Context: an optimization exercise on an open-source flow, tuned for small area, a short achievable clock period and few clock cycles per item. The choices shown serve that exercise and are no tape-out recipe. At most, simulation tests tie the RTL to the original design; equivalence was not proved.

==> 08-09 <==
Design counter_based_task_scheduler, start of the top module:
module counter_based_task_scheduler
#(
    parameter int SLOTS = 16
)
(
    input  logic        clk,
    input  logic        rst_n,
    input  logic        cfg_wr_en,
    input  logic [15:0] cfg_wr_data,
    input  logic        in_valid,
    output logic        in_stall,
    input  logic [1:0]  mode,
    input  logic [3:0]  slot,
    input  logic        used,
    input  logic [1:0]  task_status,
    input  logic [7:0]  slice_left,
    input  logic [7:0]  niceness,
    input  logic [31:0] wake_tick,
    output logic        out_valid,
    input  logic        out_stall,
    output logic [3:0]  current_task,
    output logic        switched,
    output logic        refilled,
    output logic [31:0] tick_total,
    output logic [31:0] seconds_up
);
==> flow/config.mk <==
export PLATFORM = sky130hd
export DESIGN_NAME = counter_based_task_scheduler
export DESIGN_NICKNAME = counter_based_task_scheduler
export VERILOG_FILES = /design/flow/design.v
export SDC_FILE = /design/flow/constraint.sdc
export NUM_CORES = 4
export LEC_CHECK = 0
export CAP_MARGIN = 20
export CORE_MARGIN = 2
export CORE_UTILIZATION = 65
export SETUP_SLACK_MARGIN = 4
export SLEW_MARGIN = 20
==> flow/constraint.sdc <==
create_clock -name core_clock -period 10.0 [get_ports {clk}]
set_input_delay 2.0000 -clock core_clock [delete_from_list [all_inputs] [get_ports {clk}]]
set_output_delay 2.0000 -clock core_clock [all_outputs]
set_load 0.01 [all_outputs]
run.sh (not shown) runs the stock make flow with config.mk's settings and CLKGATE_MAP_FILE= SYNTH_SCRIPT=/design/flow/synth_recipe.tcl, a recipe that flattens the netlist after the stock synthesis.
==> 11-17: changes against 08-09 <==
--- a/flow/design.v
+++ b/flow/design.v
@@ -65,20 +65,20 @@
     output logic [3:0]  current_task,
     output logic        switched,
     output logic        refilled,
     output logic [31:0] tick_total,
     output logic [31:0] seconds_up
 );
-    localparam logic [1:0] C_RUN   = 2'b00;
-    localparam logic [1:0] C_RIPE  = 2'b01;
-    localparam logic [1:0] C_SLEEP = 2'b10;
-    localparam logic [1:0] C_NEVER = 2'b11;
+    localparam logic [1:0] C_NEVER = 2'b00;
+    localparam logic [1:0] C_SLEEP = 2'b01;
+    localparam logic [1:0] C_RUN   = 2'b10;
+    localparam logic [1:0] C_RIPE  = 2'b11;
     logic [1:0]  cls_r   [SLOTS];
     logic [7:0]  slice_r [SLOTS];
     logic [7:0]  rnice_r [SLOTS];    
-    logic [31:0] alarm_r [SLOTS];
+    logic [31:0] alarm_r [SLOTS];    
     logic [3:0]  run_r;
     logic [31:0] tick_r;
     logic [15:0] sub_r;
     logic [31:0] secs_r;
     logic [15:0] tps_r;
     logic             vb_r;          
@@ -88,20 +88,47 @@
     logic [SLOTS-1:0] mids_r;        
     logic [SLOTS-1:0] midn_r;
     logic        ov_r;
     logic        sw_r;
     logic        rf_r;
     logic [31:0] tick_o;
-    logic accept, fire_b;
+    logic accept, fire_a, fire_b;
     assign in_stall = ov_r && out_stall;
     assign accept   = in_valid && !in_stall;
+    assign fire_a   = va_r && !in_stall;
     assign fire_b   = vb_r && !in_stall;
+    logic        va_r;
+    logic [1:0]  a_mode;
+    logic [3:0]  a_slot;
+    logic        a_used;
+    logic [1:0]  a_status;
+    logic [7:0]  a_slice;
+    logic [7:0]  a_nice;
+    logic [31:0] a_alarm;
+    always_ff @(posedge clk or negedge rst_n)
+        if (!rst_n)
+            va_r <= 1'b0;
+        else if (!in_stall)
+            va_r <= accept;
+    always_ff @(posedge clk)
+        if (accept)
+        begin
+            a_mode   <= mode;
+            a_slot   <= slot;
+            a_used   <= used;
+            a_status <= task_status;
+            a_slice  <= slice_left;
+            a_nice   <= niceness;
+            a_alarm  <= wake_tick;
+        end
+    logic [31:0] a_alarm_m1;
+    assign a_alarm_m1 = a_alarm - 32'd1;
     logic do_tick, do_sched, do_write;
-    assign do_tick  = accept && (mode == 2'd0);
-    assign do_sched = accept && (mode == 2'd1);
-    assign do_write = accept && (mode == 2'd2);
+    assign do_tick  = fire_a && (a_mode == 2'd0);
+    assign do_sched = fire_a && (a_mode == 2'd1);
+    assign do_write = fire_a && (a_mode == 2'd2);
     logic [SLOTS-1:0] kbit_s [8];
     logic [SLOTS-1:0] kbit_n [8];
     always_comb
         for (int b = 0; b < 8; b++)
             for (int i = 0; i < SLOTS; i++)
             begin
@@ -123,30 +150,39 @@
             elim2 = h2;
         else if (|h1)
             elim2 = h1;
         else
             elim2 = a;
     endfunction
+    function automatic logic [SLOTS-1:0] elim1(input logic [SLOTS-1:0] a,
+                                               input logic [SLOTS-1:0] b);
+        if (|(a & b))
+            elim1 = a & b;
+        else
+            elim1 = a;
+    endfunction
     logic [SLOTS-1:0] runnable, has;
     logic             any_run, refill;
     always_comb
         for (int i = 0; i < SLOTS; i++)
         begin
-            runnable[i] = !cls_r[i][1];
+            runnable[i] = cls_r[i][1];
             has[i]      = runnable[i] && (slice_r[i] != 8'd0);
         end
     assign any_run = |runnable;
     assign refill  = any_run && !(|has);
-    logic [SLOTS-1:0] as3, an3, as2, an2;
+    logic [SLOTS-1:0] as3, an3, as2, an2, as1, an1;
     assign as3 = elim2(runnable, kbit_s[7], kbit_s[6]);
     assign an3 = elim2(runnable, kbit_n[7], kbit_n[6]);
     assign as2 = elim2(as3, kbit_s[5], kbit_s[4]);
     assign an2 = elim2(an3, kbit_n[5], kbit_n[4]);
+    assign as1 = elim1(as2, kbit_s[3]);
+    assign an1 = elim1(an2, kbit_n[3]);
     logic [SLOTS-1:0] as0, an0, fin, first;
-    assign as0 = elim2(elim2(mids_r, kbit_s[3], kbit_s[2]), kbit_s[1], kbit_s[0]);
-    assign an0 = elim2(elim2(midn_r, kbit_n[3], kbit_n[2]), kbit_n[1], kbit_n[0]);
+    assign as0 = elim2(elim1(mids_r, kbit_s[2]), kbit_s[1], kbit_s[0]);
+    assign an0 = elim2(elim1(midn_r, kbit_n[2]), kbit_n[1], kbit_n[0]);
     assign fin = rfb_r ? an0 : as0;
     always_comb
     begin
         first = '0;
         for (int i = 0; i < SLOTS; i++)
             first[i] = fin[i] && !(|(fin & ((SLOTS)'(1) << i) - (SLOTS)'(1)));
@@ -156,29 +192,34 @@
     begin
         best = 4'd0;
         for (int i = 0; i < SLOTS; i++)
             if (first[i])
                 best = best | 4'(i);
     end
-    logic [SLOTS-1:0] run_oh;
+    logic [SLOTS-1:0] run_dec, run_oh;
+    logic             same;      
     always_comb
         for (int i = 0; i < SLOTS; i++)
-            run_oh[i] = pb_r ? first[i] : (run_r == 4'(i));
+        begin
+            run_dec[i] = (run_r == 4'(i));
+            run_oh[i]  = pb_r ? first[i] : run_dec[i];
+        end
+    assign same = (|(first & run_dec)) || (!(|fin) && run_dec[0]);
     logic [32:0] tick_inc;
     logic [15:0] sub_inc;
     logic        sec_roll;
     assign tick_inc = {1'b0, tick_r} + 33'd1;
     assign sub_inc  = sub_r + 16'd1;
     assign sec_roll = (sub_inc >= tps_r);
     logic [1:0] wr_cls_used;    
     always_comb
     begin
-        if (task_status == 2'd0)
+        if (a_status == 2'd0)
             wr_cls_used = C_RUN;
-        else if (task_status == 2'd1 && wake_tick != 32'd0)
-            wr_cls_used = (tick_r >= wake_tick) ? C_RIPE : C_SLEEP;
+        else if (a_status == 2'd1 && a_alarm != 32'd0)
+            wr_cls_used = (tick_r >= a_alarm) ? C_RIPE : C_SLEEP;
         else
             wr_cls_used = C_NEVER;
     end
     always_ff @(posedge clk or negedge rst_n)
     begin
         if (!rst_n)
@@ -196,13 +237,13 @@
         begin
             ov_r <= fire_b || (ov_r && out_stall);
             if (cfg_wr_en)
                 tps_r <= cfg_wr_data;
             if (!in_stall)
             begin
-                vb_r <= accept;
+                vb_r <= fire_a;
                 pb_r <= do_sched;
             end
             if (do_tick)
             begin
                 tick_r <= tick_inc[31:0];
                 if (sec_roll)
@@ -222,84 +263,82 @@
     always_ff @(posedge clk)
     begin
         if (!in_stall)
         begin
             rfb_r   <= refill;
             rollb_r <= do_tick && sec_roll;
-            mids_r  <= as2;
-            midn_r  <= an2;
+            mids_r  <= as1;
+            midn_r  <= an1;
         end
         if (fire_b)
         begin
-            sw_r   <= pb_r && (best != run_r);
+            sw_r   <= pb_r && !same;
             rf_r   <= pb_r && rfb_r;
             tick_o <= tick_r;
         end
     end
     for (genvar i = 0; i < SLOTS; i++)
     begin : g_slot
         logic       wr_i, dec_i, eq_i;
         logic [1:0] cls_n;
-        assign wr_i  = do_write && (slot == 4'(i));
+        assign wr_i  = do_write && (a_slot == 4'(i));
         assign dec_i = do_tick && run_oh[i] && (slice_r[i] != 8'd0);
-        assign eq_i  = (alarm_r[i] == tick_inc[31:0]);
+        assign eq_i  = (alarm_r[i] == tick_r);
         always_comb
         begin
             cls_n = cls_r[i];
             if (wr_i)
-                cls_n = (i == 0 || used) ? wr_cls_used : C_NEVER;
+                cls_n = (i == 0 || a_used) ? wr_cls_used : C_NEVER;
             else if (do_sched && cls_r[i] == C_RIPE)
                 cls_n = C_RUN;
             else if (do_tick && cls_r[i] == C_SLEEP && eq_i)
                 cls_n = C_RIPE;
             else if (do_tick && cls_r[i] == C_RIPE && tick_inc[32])
                 cls_n = C_SLEEP;
         end
         always_ff @(posedge clk or negedge rst_n)
             if (!rst_n)
                 cls_r[i] <= (i == 0) ? C_RUN : C_NEVER;
             else
                 cls_r[i] <= cls_n;
+        logic       rf_i, ld_i;
+        logic [7:0] slice_d;
+        assign rf_i    = do_sched && refill && runnable[i];
+        assign ld_i    = wr_i || rf_i || dec_i;
+        assign slice_d = wr_i ? a_slice : rf_i ? rnice_r[i] : (slice_r[i] - 8'd1);
         if (i == 0)
         begin : g_rst
             always_ff @(posedge clk or negedge rst_n)
             begin
                 if (!rst_n)
                 begin
                     slice_r[i] <= 8'd0;
                     rnice_r[i] <= 8'hff;
                 end
-                else if (wr_i)
+                else
                 begin
-                    slice_r[i] <= slice_left;
-                    rnice_r[i] <= ~niceness;
+                    if (wr_i)
+                        rnice_r[i] <= ~a_nice;
+                    if (ld_i)
+                        slice_r[i] <= slice_d;
                 end
-                else if (dec_i)
-                    slice_r[i] <= slice_r[i] - 8'd1;
-                else if (do_sched && refill && runnable[i])
-                    slice_r[i] <= rnice_r[i];
             end
         end
         else
         begin : g_nrst
             always_ff @(posedge clk)
             begin
                 if (wr_i)
-                begin
-                    slice_r[i] <= slice_left;
-                    rnice_r[i] <= ~niceness;
-                end
-                else if (dec_i)
-                    slice_r[i] <= slice_r[i] - 8'd1;
-                else if (do_sched && refill && runnable[i])
-                    slice_r[i] <= rnice_r[i];
+                    rnice_r[i] <= ~a_nice;
+                if (ld_i)
+                    slice_r[i] <= slice_d;
             end
         end
         always_ff @(posedge clk)
             if (wr_i)
-                alarm_r[i] <= wake_tick;
+                alarm_r[i] <= a_alarm_m1;
     end
     assign out_valid    = ov_r;
     assign current_task = run_r;
     assign switched     = sw_r;
     assign refilled     = rf_r;
     assign tick_total   = tick_o;
Settings changed: CTS_CLUSTER_DIAMETER set to 80, CTS_CLUSTER_SIZE set to 24, SETUP_SLACK_MARGIN 4 to 5.
==> 10-08: changes against 08-09 <==
==> flow/design.v (replaced) <==
package cbts_pkg;
    typedef logic [1:0] mode_t;
    localparam mode_t MODE_TICK  = 2'd0;
    localparam mode_t MODE_SCHED = 2'd1;
    localparam mode_t MODE_WRITE = 2'd2;
    localparam mode_t MODE_NONE  = 2'd3;
    localparam logic [1:0] TS_RUNNABLE = 2'd0;
    localparam logic [1:0] TS_SLEEPING = 2'd1;
    localparam logic [7:0]  FULL_SLICE  = 8'hff;
    localparam logic [15:0] TPS_DEFAULT = 16'd100;
    typedef struct packed {
        logic        used;
        logic [1:0]  status;
        logic [7:0]  slice;
        logic [7:0]  nice;
        logic [31:0] alarm;
    } slot_entry_t;
    typedef logic [3:0] state_t;
    localparam state_t ST_IDLE    = 4'd0;
    localparam state_t ST_WRITE   = 4'd1;
    localparam state_t ST_TICK_RD = 4'd2;
    localparam state_t ST_TICK_WR = 4'd3;
    localparam state_t ST_PASS1   = 4'd4;
    localparam state_t ST_DECIDE1 = 4'd5;
    localparam state_t ST_PASS2   = 4'd6;
    localparam state_t ST_DECIDE2 = 4'd7;
    localparam state_t ST_FINISH  = 4'd8;
    typedef struct packed {
        logic accept;
        logic pass_start;
        logic refill;
        logic pass_run;
        logic write_slot;
        logic tick_rd;
        logic tick_wr;
        logic set_run;
        logic load_out;
    } cmd_t;
    typedef struct packed {
        logic pass_done;
        logic any_runnable;
        logic found;
    } sts_t;
endpackage
module counter_based_task_scheduler
#(
    parameter int SLOTS = 16
)
(
    input  logic        clk,
    input  logic        rst_n,
    input  logic        cfg_wr_en,
    input  logic [15:0] cfg_wr_data,
    input  logic        in_valid,
    output logic        in_stall,
    input  logic [1:0]  mode,
    input  logic [3:0]  slot,
    input  logic        used,
    input  logic [1:0]  task_status,
    input  logic [7:0]  slice_left,
    input  logic [7:0]  niceness,
    input  logic [31:0] wake_tick,
    output logic        out_valid,
    input  logic        out_stall,
    output logic [3:0]  current_task,
    output logic        switched,
    output logic        refilled,
    output logic [31:0] tick_total,
    output logic [31:0] seconds_up
);
    localparam logic [1:0] C_RUN   = 2'b00;
    localparam logic [1:0] C_RIPE  = 2'b01;
    localparam logic [1:0] C_SLEEP = 2'b10;
    localparam logic [1:0] C_NEVER = 2'b11;
    logic [1:0]  cls_r   [SLOTS];
    logic [7:0]  slice_r [SLOTS];
    logic [7:0]  rnice_r [SLOTS];    
    logic [31:0] alarm_r [SLOTS];
    logic [3:0]  run_r;
    logic [31:0] tick_r;
    logic [15:0] sub_r;
    logic [31:0] secs_r;
    logic [15:0] tps_r;
    logic        ov_r;
    logic        sw_r;
    logic        rf_r;
    logic accept;
    assign in_stall = ov_r && out_stall;
    assign accept   = in_valid && !in_stall;
    logic do_tick, do_sched, do_write;
    assign do_tick  = accept && (mode == 2'd0);
    assign do_sched = accept && (mode == 2'd1);
    assign do_write = accept && (mode == 2'd2);
    logic [32:0] tick_inc;
    logic [15:0] sub_inc;
    logic        sec_roll;
    assign tick_inc = {1'b0, tick_r} + 33'd1;
    assign sub_inc  = sub_r + 16'd1;
    assign sec_roll = (sub_inc >= tps_r);
    logic [7:0] run_slice;
    assign run_slice = slice_r[run_r];
    logic [1:0] wr_cls_used;    
    always_comb
    begin
        if (task_status == 2'd0)
            wr_cls_used = C_RUN;
        else if (task_status == 2'd1 && wake_tick != 32'd0)
            wr_cls_used = (tick_r >= wake_tick) ? C_RIPE : C_SLEEP;
        else
            wr_cls_used = C_NEVER;
    end
    logic [SLOTS-1:0] runnable, has;
    logic             any_run, refill;
    always_comb
        for (int i = 0; i < SLOTS; i++)
        begin
            runnable[i] = !cls_r[i][1];
            has[i]      = runnable[i] && (slice_r[i] != 8'd0);
        end
    assign any_run = |runnable;
    assign refill  = any_run && !(|has);
    function automatic logic [SLOTS-1:0] elim2(input logic [SLOTS-1:0] a,
                                               input logic [SLOTS-1:0] hi,
                                               input logic [SLOTS-1:0] lo);
        logic [SLOTS-1:0] h3;
        logic [SLOTS-1:0] h2;
        logic [SLOTS-1:0] h1;
        h3 = a & hi & lo;
        h2 = a & hi;
        h1 = a & lo;
        if (|h3)
            elim2 = h3;
        else if (|h2)
            elim2 = h2;
        else if (|h1)
            elim2 = h1;
        else
            elim2 = a;
    endfunction
    logic [SLOTS-1:0] kbit_s [8];
    logic [SLOTS-1:0] kbit_n [8];
    always_comb
        for (int b = 0; b < 8; b++)
            for (int i = 0; i < SLOTS; i++)
            begin
                kbit_s[b][i] = slice_r[i][b];
                kbit_n[b][i] = rnice_r[i][b];
            end
    logic [SLOTS-1:0] alive_s [5];
    logic [SLOTS-1:0] alive_n [5];
    always_comb
    begin
        alive_s[4] = runnable;
        alive_n[4] = runnable;
        for (int s = 3; s >= 0; s--)
        begin
            alive_s[s] = elim2(alive_s[s+1], kbit_s[2*s+1], kbit_s[2*s]);
            alive_n[s] = elim2(alive_n[s+1], kbit_n[2*s+1], kbit_n[2*s]);
        end
    end
    function automatic logic [3:0] lowest(input logic [SLOTS-1:0] a);
        lowest = 4'd0;
        for (int i = SLOTS - 1; i >= 0; i--)
            if (a[i])
                lowest = 4'(i);
    endfunction
    logic [3:0] best_s, best_n, best;
    assign best_s = lowest(alive_s[0]);
    assign best_n = lowest(alive_n[0]);
    assign best   = refill ? best_n : best_s;
    always_ff @(posedge clk or negedge rst_n)
    begin
        if (!rst_n)
        begin
            ov_r   <= 1'b0;
            sw_r   <= 1'b0;
            rf_r   <= 1'b0;
            run_r  <= 4'd0;
            tick_r <= 32'd0;
            sub_r  <= 16'd0;
            secs_r <= 32'd0;
            tps_r  <= 16'd100;
        end
        else
        begin
            ov_r <= accept || (ov_r && out_stall);
            if (cfg_wr_en)
                tps_r <= cfg_wr_data;
            if (accept)
            begin
                sw_r <= 1'b0;
                rf_r <= 1'b0;
            end
            if (do_tick)
            begin
                tick_r <= tick_inc[31:0];
                if (sec_roll)
                begin
                    sub_r  <= 16'd0;
                    secs_r <= secs_r + 32'd1;
                end
                else
                    sub_r <= sub_inc;
            end
            if (do_sched)
            begin
                run_r <= best;
                sw_r  <= (best != run_r);
                rf_r  <= refill;
            end
        end
    end
    for (genvar i = 0; i < SLOTS; i++)
    begin : g_slot
        logic       wr_i, dec_i, eq_i;
        logic [1:0] cls_n;
        assign wr_i  = do_write && (slot == 4'(i));
        assign dec_i = do_tick && (run_r == 4'(i)) && (run_slice != 8'd0);
        assign eq_i  = (alarm_r[i] == tick_inc[31:0]);
        always_comb
        begin
            cls_n = cls_r[i];
            if (wr_i)
                cls_n = (i == 0 || used) ? wr_cls_used : C_NEVER;
            else if (do_sched && cls_r[i] == C_RIPE)
                cls_n = C_RUN;
            else if (do_tick && cls_r[i] == C_SLEEP && eq_i)
                cls_n = C_RIPE;
            else if (do_tick && cls_r[i] == C_RIPE && tick_inc[32])
                cls_n = C_SLEEP;
        end
        always_ff @(posedge clk or negedge rst_n)
            if (!rst_n)
                cls_r[i] <= (i == 0) ? C_RUN : C_NEVER;
            else
                cls_r[i] <= cls_n;
        if (i == 0)
        begin : g_rst
            always_ff @(posedge clk or negedge rst_n)
            begin
                if (!rst_n)
                begin
                    slice_r[i] <= 8'd0;
                    rnice_r[i] <= 8'hff;
                end
                else if (wr_i)
                begin
                    slice_r[i] <= slice_left;
                    rnice_r[i] <= ~niceness;
                end
                else if (dec_i)
                    slice_r[i] <= run_slice - 8'd1;
                else if (do_sched && refill && runnable[i])
                    slice_r[i] <= rnice_r[i];
            end
        end
        else
        begin : g_nrst
            always_ff @(posedge clk)
            begin
                if (wr_i)
                begin
                    slice_r[i] <= slice_left;
                    rnice_r[i] <= ~niceness;
                end
                else if (dec_i)
                    slice_r[i] <= run_slice - 8'd1;
                else if (do_sched && refill && runnable[i])
                    slice_r[i] <= rnice_r[i];
            end
        end
        always_ff @(posedge clk)
            if (wr_i)
                alarm_r[i] <= wake_tick;
    end
    assign out_valid    = ov_r;
    assign current_task = run_r;
    assign switched     = sw_r;
    assign refilled     = rf_r;
    assign tick_total   = tick_r;
    assign seconds_up   = secs_r;
endmodule
Settings changed: CORE_UTILIZATION 65 to 40, SETUP_SLACK_MARGIN 4 to not set.
==> results.py <==
metrics = {
    "finish": {
        "multi_input_comb_cells": 2877,
        "multi_input_area_sq_um": 20400,
    },
    "worst_setup_path": {
        "crit_buf_inv": 2,
        "reg2reg_slack_ns": 3.67,
    },
    "drt": {
        "wl_met3_um": 30200,
    },
    "status": {
        "status": "finished clean",
    },
    "global_routing": {
        "grt_max_degree": 85,
        "use_met3_pct": 16.7,
    },
    "synth": {
        "synth.distinct_cells": 93,
    },
}
-- figures above: 08-09

==> results.py <==
metrics = {
    "worst_setup_path": {
        "reg2reg_slack_ns": 1.06,
        "crit_buf_inv": 4,
    },
    "status": {
        "status": "finished clean",
    },
    "global_routing": {
        "grt_max_degree": 56,
    },
    "finish": {
        "multi_input_area_sq_um": 20000,
        "multi_input_comb_cells": 2851,
    },
}
-- figures above: 10-08

==> results.py <==
metrics = {
    "global_routing": {
        "use_met3_pct": 20.6,
    },
    "drt": {
        "wl_met3_um": 33100,
    },
    "finish": {
        "multi_input_area_sq_um": 19400,
        "multi_input_comb_cells": 2793,
    },
    "synth": {
        "synth.distinct_cells": 87,
    },
    "status": {
        "status": "finished clean",
    },
    "worst_setup_path": {
        "crit_buf_inv": 2,
        "reg2reg_slack_ns": 4.89,
    },
}
-- figures above: 11-17

Testbench counts of 11-17, summed over its fixed seeds: cycles 9,624, items 9,600.
Testbench counts of 10-08, summed over its fixed seeds: cycles 9,608, items 9,600.
Function not checked in 08-09: the RTL went through the layout flow alone.

## port drivers added, routing unchanged
The flow's constraints put no driver on any port. The routed layouts listed below were extracted and timed again, unchanged, in two steps.
Step 1 assumes that a clkbuf_16 drives the clock port and a buf_2 every other input.
Step 2, shift: input delay + t, output delay - t, t = (earliest + latest rising clock arrival at the registers) / 2. This alone moves slack from input paths to output paths.
Slacks: no drivers / after step 1 / after step 2; pairs: no drivers / after step 1.
| run | t, ns | setup slack, ns | worst setup path after step 2 | clock arrival spread, ns | slew at the worst register clock pin (ns) |
|---|---|---|---|---|---|
| 08-09 | 0.773 | 3.522 / 3.569 / 2.796 | input to register | 0.071 / 0.072 | 0.09 / 0.09 |
| 11-17 | 0.757 | 4.889 / 4.889 / 4.280 | input to register | 0.066 / 0.066 | 0.10 / 0.10 |
| 10-08 | 0.750 | 1.060 / 1.060 / 1.060 | register to register | 0.059 / 0.060 | 0.07 / 0.07 |
After both steps every run listed still meets setup and hold. For 08-09, which loses most, drivers alone change the setup slack by +0.047 ns; drivers and shift together by -0.726 ns.
